Background: an optimization exercise with open tools, aiming at a short achievable clock period and few clock cycles. Do not read the settings as production practice. The RTL was checked by simulation tests, not by an equivalence proof against the original design. No activity file was given, so power comes from the tool's default toggle rates.

trial 30:
## riscv_pipeline
module riscv_pipeline (
    input  logic                  clk,
    input  logic                  rst,
    input  riscv_pipe_pkg::word_t instr,
    output riscv_pipe_pkg::word_t pc,
    input  riscv_pipe_pkg::word_t read_data,
    output logic                  data_we,
    output riscv_pipe_pkg::word_t data_addr,
    output riscv_pipe_pkg::word_t din,
    output riscv_pipe_pkg::word_t status,
    output riscv_pipe_pkg::word_t result_bytes
);
make LEC_CHECK=0 ABC_CLOCK_PERIOD_IN_PS=2000 CAP_MARGIN=20 CORE_MARGIN=2 CORE_UTILIZATION=40 SETUP_SLACK_MARGIN=4.5 SLEW_MARGIN=20 TNS_END_PERCENT=5 finish   # period 7.0 ns
run.sh (not shown) runs the stock make flow with config.mk's settings and CLKGATE_MAP_FILE= SYNTH_SCRIPT=/design/flow/synth_recipe.tcl, a recipe that flattens the netlist after the stock synthesis.
Trial 30 did not stop at any stage, and its layout met the timing, design-rule and antenna checks.
Testbench counts of trial 30, summed over its fixed seeds: cycles 70,339.
> inputs changed (trial 30 -> trial 21)
- CORE_UTILIZATION changed from 40 to 50
- PLACE_DENSITY newly set to 0.7
Results
- Relative to trial 30, the x dimension of the die measured on trial 21 has decreased by more than 10%.
- Trial 21 ends up with lower highest clock frequency the design can meet than trial 30 does.
- Of trial 21 and trial 30, the run reporting the higher number of fillers in the final layout was trial 30.
- Trial 21 vs trial 30, post-placement setup slack went down by 0.19 ns.


riscv_pipeline, a different RTL version from the one above (not shown whole).
Size in the first run: about 1,600 flip-flops, roughly 230 I/O pins, ~73,000 um2 of cells after synthesis.
Design riscv_pipeline, start of the top module:
module riscv_pipeline (
    input  logic                  clk,
    input  logic                  rst,
    input  riscv_pipe_pkg::word_t instr,
    output riscv_pipe_pkg::word_t pc,
    input  riscv_pipe_pkg::word_t read_data,
    output logic                  data_we,
    output riscv_pipe_pkg::word_t data_addr,
    output riscv_pipe_pkg::word_t din,
    output riscv_pipe_pkg::word_t status,
    output riscv_pipe_pkg::word_t result_bytes
);
clock: 7.0 ns
lec_check: 0
cap_margin: 20
core_margin: 2
core_utilization: 40
slew_margin: 20
Testbench counts at the start, summed over its fixed seeds: cycles 87,325.
Change:
--- a/flow/config.mk
+++ b/flow/config.mk
@@ -7,2 +7,3 @@
 export LEC_CHECK = 0
+export ABC_CLOCK_PERIOD_IN_PS = 2500
 export CAP_MARGIN = 20
@@ -10,2 +11,3 @@
 export CORE_UTILIZATION = 40
+export SETUP_SLACK_MARGIN = 4
 export SLEW_MARGIN = 20
What happened: The new run passed the timing, design-rule and antenna checks; sequential cell count stays the same; first-iteration DRC count increases slightly; total power climbs slightly; wire length came out higher by a few percent; setup slack gains 1.7 ns; design area rises by a few percent; clock power goes down by a few percent.


riscv_pipeline, a different RTL version from the one above (not shown whole).
For scale: ~6600 cells after synthesis, about 230 I/O pins, roughly 98000 um2 of cells after synthesis.
Settings: LEC_CHECK=0, ABC_CLOCK_PERIOD_IN_PS=1500, CAP_MARGIN=20, CORE_MARGIN=2, CORE_UTILIZATION=45, PLACE_DENSITY=0.65, SETUP_SLACK_MARGIN=4.5, SLEW_MARGIN=20, TNS_END_PERCENT=5; clock period 7.0 ns.
The first run finished with timing, DRC and antenna clean.
Testbench counts at the start, summed over its fixed seeds: cycles 70,339.
Change:
- ABC_CLOCK_PERIOD_IN_PS: 1500 -> 2000
- CORE_UTILIZATION: 45 -> 50
- PLACE_DENSITY: 0.65 -> 0.7
Result: Synthesized cell count stays the same. Flip-flop and latch count stays the same. Cell count goes down by a few percent. Via count goes down slightly. First-iteration DRC count goes up slightly. Die area goes down by roughly a tenth. Setup slack is worse by 0.15 ns. Power goes down by a few percent. Combinational power goes down by a few percent. Worst hold slack is better by 0.014 ns. Fmax goes down by a few percent.
Change:
- CORE_UTILIZATION: 50 -> 40
- PLACE_DENSITY: 0.7 -> default
The changed run went through all stages and came out clean.
Clock power is higher by about 5%.
Die area is higher by 25%.
Hold slack got worse by 0.0092 ns.
First-iteration DRC count is lower by 4.3%.
Via count is lower by 1.3%.
Final area is higher by 1.9%.
Combinational power hardly moves.
Synthesized cell count is unchanged.
Clock-buffer cell count is higher by 7.
Change:
- CORE_UTILIZATION: 40 -> 50
- PLACE_DENSITY: default -> 0.7
- SETUP_SLACK_MARGIN: 4.5 -> 4.0
- TNS_END_PERCENT: 5 -> 10
The new run finished clean.
Sequential power barely changes.
Clock skew is about the same.
Area after synthesis does not change.
Change:
- ABC_CLOCK_PERIOD_IN_PS: 2000 -> 1500
- CORE_UTILIZATION: 50 -> 45
- PLACE_DENSITY: 0.7 -> 0.65
- SETUP_SLACK_MARGIN: 4.0 -> 4.5
=> Sequential share of layout area went down by 3.2 points; utilization went down by 2.4 points; setup slack is better by 0.14 ns; cell count went up by a few percent.
Change:
- ABC_CLOCK_PERIOD_IN_PS: 1500 -> 1200
- TNS_END_PERCENT: 10 -> 5
The new run finished with timing, DRC and antenna clean.
Flip-flop and latch count stays the same.
Power fell by 0.88%.
Cell count fell by 0.89%.
Clock power is about the same.
Wire length fell by 1.7%.
Via count fell by 1.0%.

==> port drivers added, routing unchanged <==
No port has a modelled driver above. Below, the same layouts with a new extraction and two added sets of constraints. Step 1 sets driving cells, clkbuf_16 on the clock port and buf_2 on the other inputs (assumed; they add their load-dependent delay and slew). Step 2 times the ports against the registers' clock, not the clock port: input delays grow and output delays shrink by t, the midpoint of the rising clock arrivals with the driver on. Three values: ideal ports, drivers, drivers and shift; two values: the first two.
| run | t, ns | slack for setup (ns) | hold WS [ns] | worst setup path at the end | pins driven straight from the clock port |
|---|---|---|---|---|---|
| trial 30 | 0.974 | 3.617 / 3.601 / 2.770 | 0.307 / 0.307 / 0.307 | input to register | 1 |
| trial 21 | 0.978 | 3.572 / 3.572 / 2.819 | 0.326 / 0.326 / 0.326 | input to register | 1 |
| the first run of note 2 | 0.887 | 0.373 / 0.373 / 0.373 | 0.318 / 0.318 / 0.318 | register to register | 1 |
| the second run of note 2 | 0.896 | 2.033 / 2.033 / 2.033 | 0.278 / 0.278 / 0.278 | register to register | 1 |
| the first run of note 3 | 0.956 | 3.845 / 3.639 / 2.683 | 0.299 / 0.299 / 0.299 | input to register | 1 |
| the second run of note 3 | 0.958 | 3.698 / 3.499 / 2.541 | 0.312 / 0.312 / 0.312 | input to register | 1 |
| the third run of note 3 | 0.968 | 3.626 / 3.626 / 2.742 | 0.303 / 0.303 / 0.303 | input to register | 1 |
| the fourth run of note 3 | 0.959 | 3.732 / 3.590 / 2.631 | 0.290 / 0.290 / 0.290 | input to register | 1 |
| the fifth run of note 3 | 0.988 | 3.868 / 3.584 / 2.596 | 0.306 / 0.306 / 0.306 | input to register | 1 |
| the sixth run of note 3 | 0.956 | 3.845 / 3.639 / 2.683 | 0.299 / 0.299 / 0.299 | input to register | 1 |
After both steps setup and hold are still met in every run listed. The setup slack of the fifth run of note 3, which loses most, moves by -0.284 ns with the drivers and by -1.272 ns with both steps.
